This design comes from an exercise in tuning for small area and a short achievable clock period on the open sky130 flow, not from production work. RTL that was checked went through simulation tests only; none was proved equivalent to the original. Power figures rest on the tool's default switching activity, not on a simulated workload.

Setup of run a:
==> flow/design.v <==
package eth_sw_pkg;
    typedef logic [31:0] eth_word_t;
    typedef struct packed {
        logic      eop;
        eth_word_t data;
    } fifo_entry_t;
    typedef enum logic [1:0] {IDLE, SEND, GAP} egress_state_e;
    typedef enum logic {PORT_A, PORT_B} port_sel_e;
    localparam eth_word_t ADDR_A_DEF        = 32'hA0A0_A0A0;
    localparam eth_word_t ADDR_B_DEF        = 32'hB0B0_B0B0;
    localparam int        FIFO_DEPTH_DEF    = 32;
    localparam int        MAX_PKT_WORDS_DEF = 16;
endpackage
module eth_pkt_fifo
#(
    parameter eth_sw_pkg::eth_word_t ADDR_A        = eth_sw_pkg::ADDR_A_DEF,
    parameter eth_sw_pkg::eth_word_t ADDR_B        = eth_sw_pkg::ADDR_B_DEF,
    parameter int        FIFO_DEPTH    = eth_sw_pkg::FIFO_DEPTH_DEF,
    parameter int        MAX_PKT_WORDS = eth_sw_pkg::MAX_PKT_WORDS_DEF
) (
    input  logic        clk,
    input  logic        rst_n,
    input  logic        in_valid,
    input  logic [31:0] in_data,
    input  logic        pop,         
    output logic [31:0] rd_data,     
    output logic        h_dest,      
    output logic        h_single,    
    output logic        pkt_avail,
    output logic        drop
);
    localparam int AW = $clog2(FIFO_DEPTH);
    localparam int WW = $clog2(MAX_PKT_WORDS + 1);
    localparam logic [AW:0]   MAX_USED = FIFO_DEPTH - MAX_PKT_WORDS;   
    localparam logic [WW-1:0] MAX_W    = MAX_PKT_WORDS;
    logic [31:0]   mem [0:FIFO_DEPTH-1];
    logic [AW:0]   wr_ptr, rd_ptr, cmt_ptr, used, wr_inc, rd_inc;
    logic [AW-1:0] hdr_ptr;
    logic [WW-1:0] wcnt;
    logic          prev_valid, storing, hdr_dest, room, avail;
    logic          sop, match_a, match_b, is_b, admit, pay_ok, pay, commit, wr_en;
    logic [5:0]    hrec;
    logic [31:0]   wdata;
    logic [FIFO_DEPTH-1:0] wr_dec, hdr_dec, rd_dec, we;
    always_comb begin
        match_a = (in_data == ADDR_A);
        match_b = (in_data == ADDR_B);
        is_b    = |((in_data ^ ADDR_A) & (ADDR_A ^ ADDR_B));
        sop     = in_valid & ~prev_valid;
        admit   = sop & (match_a | match_b) & room;
        pay_ok  = prev_valid & storing & (wcnt < MAX_W);
        pay     = in_valid & pay_ok;
        commit  = ~in_valid & prev_valid & storing;
        drop    = sop & ~admit;
        wr_en   = admit | pay;
        hrec    = {4'(wcnt - 2'd2), (wcnt == WW'(1)), hdr_dest};
        wdata   = {in_data[31:6], in_valid ? in_data[5:0] : hrec};   
    end
    always_comb begin
        for (int i = 0; i < FIFO_DEPTH; i++) begin
            wr_dec[i]  = pay_ok & (wr_ptr[AW-1:0] == AW'(i));
            hdr_dec[i] = prev_valid & storing & (hdr_ptr == AW'(i));
            we[i]      = in_valid ? wr_dec[i] : hdr_dec[i];
        end
    end
    always_ff @(posedge clk) begin
        for (int i = 0; i < FIFO_DEPTH; i++) begin
            if (we[i])     mem[i][5:0]  <= wdata[5:0];
            if (wr_dec[i]) mem[i][31:6] <= in_data[31:6];
        end
    end
    always_ff @(posedge clk) begin
        if (admit) begin
            hdr_ptr  <= wr_ptr[AW-1:0];
            hdr_dest <= is_b;
            wcnt     <= WW'(1);
        end else if (pay) begin
            wcnt <= wcnt + 1'b1;
        end
    end
    logic [1:0] nxt_rec;
    always_comb begin
        rd_data = '0;
        nxt_rec = '0;
        for (int i = 0; i < FIFO_DEPTH; i++) begin
            rd_data = rd_data | ({32{rd_dec[i]}} & mem[i]);
            nxt_rec = nxt_rec | ({2{rd_dec[i]}} & mem[(i + 1) % FIFO_DEPTH][1:0]);
        end
    end
    assign wr_inc = wr_ptr + 1'b1;
    assign rd_inc = rd_ptr + 1'b1;
    logic hit_cur, hit_nxt;
    assign hit_cur = (hdr_ptr == rd_ptr[AW-1:0]);
    assign hit_nxt = (hdr_ptr == rd_inc[AW-1:0]);
    logic [1:0] h_stay, h_move, h_new;
    assign h_new  = {(wcnt == WW'(1)), hdr_dest};
    assign h_stay = (commit & hit_cur) ? h_new : {h_single, h_dest};
    assign h_move = (commit & hit_nxt) ? h_new : nxt_rec;
    always_ff @(posedge clk) begin
        {h_single, h_dest} <= pop ? h_move : h_stay;
    end
    logic le_dn, le_eq, ne_cc, ne_ci, ne_wc, ne_wi;
    assign used  = wr_ptr - rd_ptr;
    assign le_eq = (used <= MAX_USED);
    assign le_dn = (used <= MAX_USED + 1'b1);     
    assign ne_cc = (cmt_ptr != rd_ptr);
    assign ne_ci = (cmt_ptr != rd_inc);
    assign ne_wc = (wr_ptr  != rd_ptr);
    assign ne_wi = (wr_ptr  != rd_inc);
    always_ff @(posedge clk or negedge rst_n) begin
        if (!rst_n) begin
            wr_ptr     <= '0;
            rd_ptr     <= '0;
            cmt_ptr    <= '0;
            rd_dec     <= FIFO_DEPTH'(1);
            room       <= 1'b1;
            avail      <= 1'b0;
            prev_valid <= 1'b1;
            storing    <= 1'b0;
        end else begin
            prev_valid <= in_valid;
            if (wr_en) wr_ptr <= wr_inc;
            if (pop) begin
                rd_ptr <= rd_inc;
                rd_dec <= {rd_dec[FIFO_DEPTH-2:0], rd_dec[FIFO_DEPTH-1]};
            end
            if (commit) cmt_ptr <= wr_ptr;
            if (admit)       storing <= 1'b1;
            else if (commit) storing <= 1'b0;
            room <= pop ? le_dn : le_eq;
            case ({commit, pop})
                2'b10:   avail <= ne_wc;
                2'b11:   avail <= ne_wi;
                2'b01:   avail <= ne_ci;
                default: avail <= ne_cc;
            endcase
        end
    end
    assign pkt_avail = avail;
endmodule
module eth_switch_2p
#(
    parameter eth_sw_pkg::eth_word_t ADDR_A        = eth_sw_pkg::ADDR_A_DEF,
    parameter eth_sw_pkg::eth_word_t ADDR_B        = eth_sw_pkg::ADDR_B_DEF,
    parameter int        FIFO_DEPTH    = eth_sw_pkg::FIFO_DEPTH_DEF,
    parameter int        MAX_PKT_WORDS = eth_sw_pkg::MAX_PKT_WORDS_DEF
) (
    input  logic        clk,
    input  logic        rst_n,
    input  logic        Ain,
    input  logic [31:0] inDataA,
    input  logic        Bin,
    input  logic [31:0] inDataB,
    output logic        Aout,
    output logic [31:0] outDataA,
    output logic        Bout,
    output logic [31:0] outDataB,
    output logic [15:0] drop_cnt_a,
    output logic [15:0] drop_cnt_b
);
    logic [1:0]       pop, pkt_avail, drop, h_dest, h_single, busy;
    logic [1:0][31:0] rd_data;
    logic [1:0][31:0] port_addr;
    logic [1:0][1:0]  cand;
    logic [1:0]       contend, gnt_v, gnt, grant, idle, last;
    logic [1:0]       send_q, gap_q;    
    logic [1:0][3:0]  rem_q;
    logic [1:0]       sel_q;
    logic [1:0]       rr_q;
    logic [1:0]       out_v;
    logic [1:0][31:0] out_d;
    logic [1:0][15:0] dcnt;
    assign port_addr[0] = ADDR_A;
    assign port_addr[1] = ADDR_B;
    for (genvar f = 0; f < 2; f++) begin : g_ing
        eth_pkt_fifo #(
            .ADDR_A(ADDR_A), .ADDR_B(ADDR_B),
            .FIFO_DEPTH(FIFO_DEPTH), .MAX_PKT_WORDS(MAX_PKT_WORDS)
        ) u_fifo (
            .clk(clk), .rst_n(rst_n),
            .in_valid((f == 0) ? Ain : Bin),
            .in_data((f == 0) ? inDataA : inDataB),
            .pop(pop[f]),
            .rd_data(rd_data[f]), .h_dest(h_dest[f]), .h_single(h_single[f]),
            .pkt_avail(pkt_avail[f]), .drop(drop[f])
        );
    end
    always_comb begin
        for (int f = 0; f < 2; f++) begin
            busy[f] = (send_q[0] & (sel_q[0] == f[0])) | (send_q[1] & (sel_q[1] == f[0]));
        end
        for (int p = 0; p < 2; p++) begin
            idle[p] = ~send_q[p] & ~gap_q[p];
            for (int f = 0; f < 2; f++) begin
                cand[p][f] = pkt_avail[f] & ~busy[f] & (h_dest[f] == p[0]);
            end
            contend[p] = &cand[p];
            gnt_v[p]   = |cand[p];
            gnt[p]     = contend[p] ? rr_q[p] : ~cand[p][0];
            grant[p]   = idle[p] & gnt_v[p];
            last[p]    = idle[p] ? h_single[gnt[p]] : (rem_q[p] == 4'd0);
        end
        for (int f = 0; f < 2; f++) begin
            pop[f] = busy[f] | (grant[0] & (gnt[0] == f[0])) | (grant[1] & (gnt[1] == f[0]));
        end
    end
    always_ff @(posedge clk or negedge rst_n) begin
        if (!rst_n) begin
            send_q <= '0;
            gap_q  <= '0;
            sel_q  <= '0;
            rr_q   <= '0;
        end else begin
            for (int p = 0; p < 2; p++) begin
                send_q[p] <= (grant[p] | send_q[p]) & ~last[p];
                gap_q[p]  <= (grant[p] | send_q[p]) & last[p];
                if (grant[p]) sel_q[p] <= gnt[p];
                if (idle[p] && contend[p]) rr_q[p] <= ~rr_q[p];
            end
        end
    end
    always_ff @(posedge clk) begin
        for (int p = 0; p < 2; p++) begin
            if (grant[p])       rem_q[p] <= rd_data[gnt[p]][5:2];
            else if (send_q[p]) rem_q[p] <= rem_q[p] - 1'b1;
        end
    end
    logic [1:0][15:0] dcnt_inc;
    logic [1:0]       dcnt_full;
    always_comb begin
        for (int p = 0; p < 2; p++) begin
            dcnt_full[p] = &dcnt[p];
            for (int i = 0; i < 16; i++) begin
                dcnt_inc[p][i] = dcnt[p][i] ^ ((dcnt[p] & ((16'd1 << i) - 16'd1)) == ((16'd1 << i) - 16'd1));
            end
        end
    end
    always_ff @(posedge clk or negedge rst_n) begin
        if (!rst_n) begin
            out_v <= '0;
            out_d <= '0;
            dcnt  <= '0;
        end else begin
            for (int p = 0; p < 2; p++) begin
                out_v[p] <= grant[p] | send_q[p];
                out_d[p] <= grant[p] ? port_addr[p] : (send_q[p] ? rd_data[sel_q[p]] : '0);
                if (drop[p] && !dcnt_full[p]) dcnt[p] <= dcnt_inc[p];
            end
        end
    end
    assign Aout       = out_v[0];
    assign outDataA   = out_d[0];
    assign Bout       = out_v[1];
    assign outDataB   = out_d[1];
    assign drop_cnt_a = dcnt[0];
    assign drop_cnt_b = dcnt[1];
endmodule
export LEC_CHECK = 0
export CAP_MARGIN = 20
export CORE_MARGIN = 2
export CORE_UTILIZATION = 55
export SETUP_SLACK_MARGIN = 3.8
export SLEW_MARGIN = 20
export TNS_END_PERCENT = 60
create_clock -name core_clock -period 6.5 [get_ports {clk}]
standard.sh (not shown) runs the stock make flow with config.mk's settings and CLKGATE_MAP_FILE= SYNTH_SCRIPT=/design/flow/synth_recipe.tcl, a recipe that flattens the netlist after the stock synthesis.
==> flow/flow/run.sh <==
#!/bin/bash
# The standard layout (the standard.sh, all steps), with two changes:
#  - port buffers of a plain buffer cell instead of the flow's default pick;
#  - clock tree synthesis without dummy loads and with larger sink clusters.
set -euo pipefail
bash standard.sh \
  "BUFFER_PORTS_ARGS=-buffer_cell sky130_fd_sc_hd__buf_4" \
  "CTS_ARGS=-sink_clustering_enable -repair_clock_nets -dont_use_dummy_load -sink_clustering_size 24 -sink_clustering_max_diameter 80" \
  finish > make_finish.log 2>&1
Run a completed every stage of the flow, and the final layout passed the timing, design-rule and antenna checks.
Edits applied to the flow inputs when going from run a to run b:
-- flow/design.v --
<<< run a, line 49
        sop     = in_valid & ~prev_valid;
        admit   = sop & (match_a | match_b) & room;
        pay_ok  = prev_valid & storing & (wcnt < MAX_W);
        pay     = in_valid & pay_ok;
        commit  = ~in_valid & prev_valid & storing;
        drop    = sop & ~admit;
        wr_en   = admit | pay;
>>> run b, line 49
        sop     = in_valid & ~prev_valid;
        admit   = sop & (match_a | match_b) & room;
        pay_ok  = storing & (wcnt < MAX_W);
        pay     = in_valid & pay_ok;
        commit  = ~in_valid & storing;
        drop    = sop & ~admit;
        wr_en   = admit | pay;
<<< run a, line 60
        for (int i = 0; i < FIFO_DEPTH; i++) begin
            wr_dec[i]  = pay_ok & (wr_ptr[AW-1:0] == AW'(i));
            hdr_dec[i] = prev_valid & storing & (hdr_ptr == AW'(i));
            we[i]      = in_valid ? wr_dec[i] : hdr_dec[i];
        end
>>> run b, line 60
        for (int i = 0; i < FIFO_DEPTH; i++) begin
            wr_dec[i]  = pay_ok & (wr_ptr[AW-1:0] == AW'(i));
            hdr_dec[i] = storing & (hdr_ptr == AW'(i));
            we[i]      = in_valid ? wr_dec[i] : hdr_dec[i];
        end
[summary]
Between run a and run b, the areal power density over the cells is lower for run a.
Count of cells along the worst hold path ends up lower on run a.
Of run a and run b, the lower fraction of layout instances using a drive strength above 1 belongs to run b.
Changes observed in run b relative to run a: die area essentially unchanged, combinational power increased about 5%.
From run a to run b the numbers moved as follows: via count grew by about 1.2%; power grew by 1.0%; number of signal-net inverters in the final layout shrank by 3.
On area fraction in compound gates after synthesis, run b tracks run a almost exactly.
Post-synthesis area per instance shrinks slightly when moving from run a to run b.
Delta(clock buffer count, run b - run a) > 0
On setup slack at placement: between run a and run b, it ends up lower for run b.
Run b vs. run a: synthesized cell count moved up, final cell count without fillers moved up.
Function not checked in run b: the RTL went through the layout flow alone.


Setup of build 21:
// eth_switch_2p: RTL as listed in full above, without the edits since
==> flow/config.mk <==
export PLATFORM = sky130hd
export DESIGN_NAME = eth_switch_2p
export DESIGN_NICKNAME = eth_switch_2p
export VERILOG_FILES = /design/flow/design.v
export SDC_FILE = /design/flow/constraint.sdc
export NUM_CORES = 4
export LEC_CHECK = 0
export CAP_MARGIN = 20
export CORE_MARGIN = 2
export CORE_UTILIZATION = 55
export SETUP_SLACK_MARGIN = 3.8
export SLEW_MARGIN = 20
export TNS_END_PERCENT = 30
==> flow/constraint.sdc <==
create_clock -name core_clock -period 6.5 [get_ports {clk}]
set_input_delay 1.3000 -clock core_clock [delete_from_list [all_inputs] [get_ports {clk}]]
set_output_delay 1.3000 -clock core_clock [all_outputs]
set_load 0.01 [all_outputs]
Scripts as last shown in full above: flow/flow/run.sh
diff inputs: build 21 => trial 50
diff --git a/flow/design.v b/flow/design.v
--- a/flow/design.v
+++ b/flow/design.v
@@ -55,5 +55,5 @@
         wr_en   = admit | pay;
         hrec    = {4'(wcnt - 2'd2), (wcnt == WW'(1)), hdr_dest};
-        wdata   = {in_data[31:6], in_valid ? in_data[5:0] : hrec};   
+        wdata   = {in_data[31:6], in_valid ? in_data[5:0] : hrec};
     end
     always_comb begin
@@ -66,6 +66,5 @@
     always_ff @(posedge clk) begin
         for (int i = 0; i < FIFO_DEPTH; i++) begin
-            if (we[i])     mem[i][5:0]  <= wdata[5:0];
-            if (wr_dec[i]) mem[i][31:6] <= in_data[31:6];
+            if (we[i]) mem[i] <= wdata;
         end
     end
Notes after the runs:
Going from build 21 to trial 50, final count of hold timing violations level, initial standard-cell utilization of the core rose by 0.21 points, per-cell routed wire length picked up an extra about 1.1%. Setup slack is higher on build 21. Summary — worst slew margin relative to its limit, trial 50 relative to build 21: lower, by 2.2 points. Trial 50 and build 21 ended up with nearly the same clock network power share. Compared to build 21, trial 50 has vertical die dimension about 0.33% lower. The final critical-path required period of trial 50 was inferior to that of build 21. Trial 50 vs. build 21: synthesis-to-finish area growth increased by 0.23 points relative to the old numbers; maximum frequency from static timing analysis went down by 0.020 GHz.
Function not checked in trial 50: the RTL went through the layout flow alone.


## v6
eth_switch_2p, a different RTL version from the one above (not shown whole).
Size in the first run: roughly 4,700 cells after synthesis, about 2,200 flip-flops, roughly 170 I/O pins, ~0.083 mm² of cells after synthesis.
==> module eth_pkt_fifo, before the edit <==
module eth_pkt_fifo
#(
    parameter eth_sw_pkg::eth_word_t ADDR_A        = eth_sw_pkg::ADDR_A_DEF,
    parameter eth_sw_pkg::eth_word_t ADDR_B        = eth_sw_pkg::ADDR_B_DEF,
    parameter int        FIFO_DEPTH    = eth_sw_pkg::FIFO_DEPTH_DEF,
    parameter int        MAX_PKT_WORDS = eth_sw_pkg::MAX_PKT_WORDS_DEF
) (
    input  logic        clk,
    input  logic        rst_n,
    input  logic        in_valid,
    input  logic [31:0] in_data,
    input  logic        pop,         
    input  logic        pop_last,    
    output logic [31:0] rd_data,     
    output logic        h_dest,      
    output logic        h_single,    
    output logic        pkt_avail,
    output logic        drop
);
    localparam int AW = $clog2(FIFO_DEPTH);
    localparam int WW = $clog2(MAX_PKT_WORDS + 1);
    localparam logic [AW:0]   MAX_USED = FIFO_DEPTH - MAX_PKT_WORDS;   
    localparam logic [WW-1:0] MAX_W    = MAX_PKT_WORDS;
    logic [31:0]   mem [0:FIFO_DEPTH-1];
    logic [AW-1:0] wr_ptr, rd_ptr, hdr_ptr;
    logic [AW:0]   pkt_cnt, used;
    logic [WW-1:0] wcnt;
    logic          prev_valid, storing, hdr_dest, room, avail;
    logic          sop, match_a, match_b, admit, pay_ok, pay, commit, wr_en, pop_eop;
    logic [5:0]    hrec;
    logic [31:0]   wdata;
    logic [FIFO_DEPTH-1:0] wr_dec, hdr_dec, rd_dec, we;
    always_comb begin
        match_a = (in_data == ADDR_A);
        match_b = (in_data == ADDR_B);
        sop     = in_valid & ~prev_valid;
        admit   = sop & (match_a | match_b) & room;
        pay_ok  = prev_valid & storing & (wcnt < MAX_W);
        pay     = in_valid & pay_ok;
        commit  = ~in_valid & prev_valid & storing;
        drop    = sop & ~admit;
        wr_en   = admit | pay;
        pop_eop = pop & pop_last;
        hrec    = {4'(wcnt - 2'd2), (wcnt == WW'(1)), hdr_dest};
        wdata   = {in_data[31:6], in_valid ? in_data[5:0] : hrec};
    end
    always_comb begin
        for (int i = 0; i < FIFO_DEPTH; i++) begin
            wr_dec[i]  = pay_ok & (wr_ptr == AW'(i));
            hdr_dec[i] = prev_valid & storing & (hdr_ptr == AW'(i));
            we[i]      = in_valid ? wr_dec[i] : hdr_dec[i];
        end
    end
    always_ff @(posedge clk) begin
        for (int i = 0; i < FIFO_DEPTH; i++) begin
            if (we[i]) mem[i] <= wdata;
        end
    end
    always_ff @(posedge clk) begin
        if (admit) begin
            hdr_ptr  <= wr_ptr;
            hdr_dest <= match_b;
            wcnt     <= WW'(1);
        end else if (pay) begin
            wcnt <= wcnt + 1'b1;
        end
    end
    logic [1:0] nxt_rec;
    always_comb begin
        rd_data = '0;
        nxt_rec = '0;
        for (int i = 0; i < FIFO_DEPTH; i++) begin
            rd_dec[i] = (rd_ptr == AW'(i));
            rd_data   = rd_data | ({32{rd_dec[i]}} & mem[i]);
            nxt_rec   = nxt_rec | ({2{rd_dec[i]}} & mem[(i + 1) % FIFO_DEPTH][1:0]);
        end
    end
    logic hit_cur, hit_nxt;
    assign hit_cur = (hdr_ptr == rd_ptr);
    assign hit_nxt = (hdr_ptr == AW'(rd_ptr + 1'b1));
    always_ff @(posedge clk) begin
        if (commit && (pop ? hit_nxt : hit_cur)) begin
            h_dest   <= hdr_dest;
            h_single <= (wcnt == WW'(1));
        end else if (pop) begin
            h_dest   <= nxt_rec[0];
            h_single <= nxt_rec[1];
        end
    end
    logic [AW:0] used_up, used_dn, cnt_up, cnt_dn;
    assign used_up = used + 1'b1;
    assign used_dn = ~(~used + 1'b1);
    assign cnt_up  = pkt_cnt + 1'b1;
    assign cnt_dn  = ~(~pkt_cnt + 1'b1);
    always_ff @(posedge clk or negedge rst_n) begin
        if (!rst_n) begin
            wr_ptr     <= '0;
            rd_ptr     <= '0;
            used       <= '0;
            room       <= 1'b1;
            pkt_cnt    <= '0;
            avail      <= 1'b0;
            prev_valid <= 1'b1;
            storing    <= 1'b0;
        end else begin
            prev_valid <= in_valid;
            if (wr_en) wr_ptr <= wr_ptr + 1'b1;
            if (pop)   rd_ptr <= rd_ptr + 1'b1;
            if (admit)       storing <= 1'b1;
            else if (commit) storing <= 1'b0;
            if (wr_en & ~pop) begin
                used <= used_up;
                room <= (used < MAX_USED);
            end else if (pop & ~wr_en) begin
                used <= used_dn;
                room <= (used <= MAX_USED + 1'b1);
            end
            if (commit & ~pop_eop) begin
                pkt_cnt <= cnt_up;
                avail   <= 1'b1;
            end else if (pop_eop & ~commit) begin
                pkt_cnt <= cnt_dn;
                avail   <= (pkt_cnt != (AW+1)'(1));
            end
        end
    end
    assign pkt_avail = avail;
endmodule
clock: 6.5 ns
lec_check: 0
cap_margin: 20
core_margin: 2
core_utilization: 40
setup_slack_margin: 3.8
slew_margin: 20
run.sh (not shown) runs the stock make flow with config.mk's settings and CLKGATE_MAP_FILE= SYNTH_SCRIPT=/design/flow/synth_recipe.tcl, a recipe that flattens the netlist after the stock synthesis.
Stock flow here: none of the scripts above is used.
Edits applied to the flow inputs when going from v6 to v7:
--- a/flow/design.v
+++ b/flow/design.v
@@ -83,7 +83,6 @@
         rd_data = '0;
         nxt_rec = '0;
         for (int i = 0; i < FIFO_DEPTH; i++) begin
-            rd_dec[i] = (rd_ptr == AW'(i));
             rd_data   = rd_data | ({32{rd_dec[i]}} & mem[i]);
             nxt_rec   = nxt_rec | ({2{rd_dec[i]}} & mem[(i + 1) % FIFO_DEPTH][1:0]);
         end
@@ -109,6 +108,7 @@
         if (!rst_n) begin
             wr_ptr     <= '0;
             rd_ptr     <= '0;
+            rd_dec     <= FIFO_DEPTH'(1);
             used       <= '0;
             room       <= 1'b1;
             pkt_cnt    <= '0;
@@ -118,7 +118,10 @@
         end else begin
             prev_valid <= in_valid;
             if (wr_en) wr_ptr <= wr_ptr + 1'b1;
-            if (pop)   rd_ptr <= rd_ptr + 1'b1;
+            if (pop) begin
+                rd_ptr <= rd_ptr + 1'b1;
+                rd_dec <= {rd_dec[FIFO_DEPTH-2:0], rd_dec[FIFO_DEPTH-1]};
+            end
             if (admit)       storing <= 1'b1;
             else if (commit) storing <= 1'b0;
             if (wr_en & ~pop) begin
### Flow results
- In the final reports, the cell area of v7 is smaller than that of v6.
- The number of setup violations in the final report on v6 is in line with that on v7.
- In v7, share of flip-flops with an asynchronous set or reset is higher than in v6.
- Where final wirelength is concerned, v6 is outperformed by v7.
- NOTE number of clock-tree buffers in the layout v6->v7 increased by a few percent
- Comparing v6 and v7, slack of the critical path is lower on v7.
- Relative to v6, the synthesized area measured on v7 has increased by a few percent.
- In v7 relative to v6, timing-limited maximum frequency had gone down by a few percent.
- v7 ends up with a required arrival time at the worst endpoint that is 120 ps lower than in v6.
- v7 vs. v6: critical path depth went down by 2.
- As far as CTS clock-pin slew for the worst setup and hold paths is concerned, v6 and v7 perform about the same.
No functional check of the RTL was part of v6.

==> port drivers added, routing unchanged <==
No port has a modelled driver above. Below, the same layouts with a new extraction and two added sets of constraints. Step 1 assumes that a clkbuf_16 drives the clock port and a buf_2 every other input. Step 2 adds t to the input delays and takes it off the output delays; t is the mean of the earliest and latest rising clock arrival at the registers after step 1. Input paths then give back, and output paths get back, about the clock's delay inside the block. a / b / c = ideal ports / drivers / drivers and shift; a / b = the first two.
| run | t (ns) | setup WS [ns] | worst data-port slew with drivers (ns) |
|---|---|---|---|
| run a | 0.837 | 3.736 / 3.651 / 2.924 | 0.23 |
| run b | 0.853 | 3.371 / 3.309 / 2.457 | 0.25 |
| build 21 | 0.841 | 3.569 / 3.569 / 2.878 | 0.21 |
| trial 50 | 0.835 | 3.384 / 3.433 / 2.598 | 0.13 |
| v6 | 0.959 | 3.432 / 3.432 / 2.776 | 0.15 |
| v7 | 0.961 | 3.295 / 3.295 / 2.524 | 0.11 |
After both steps every run listed still meets setup and hold. The setup slack of run b, which loses most, moves by -0.062 ns with the drivers and by -0.914 ns with both steps.
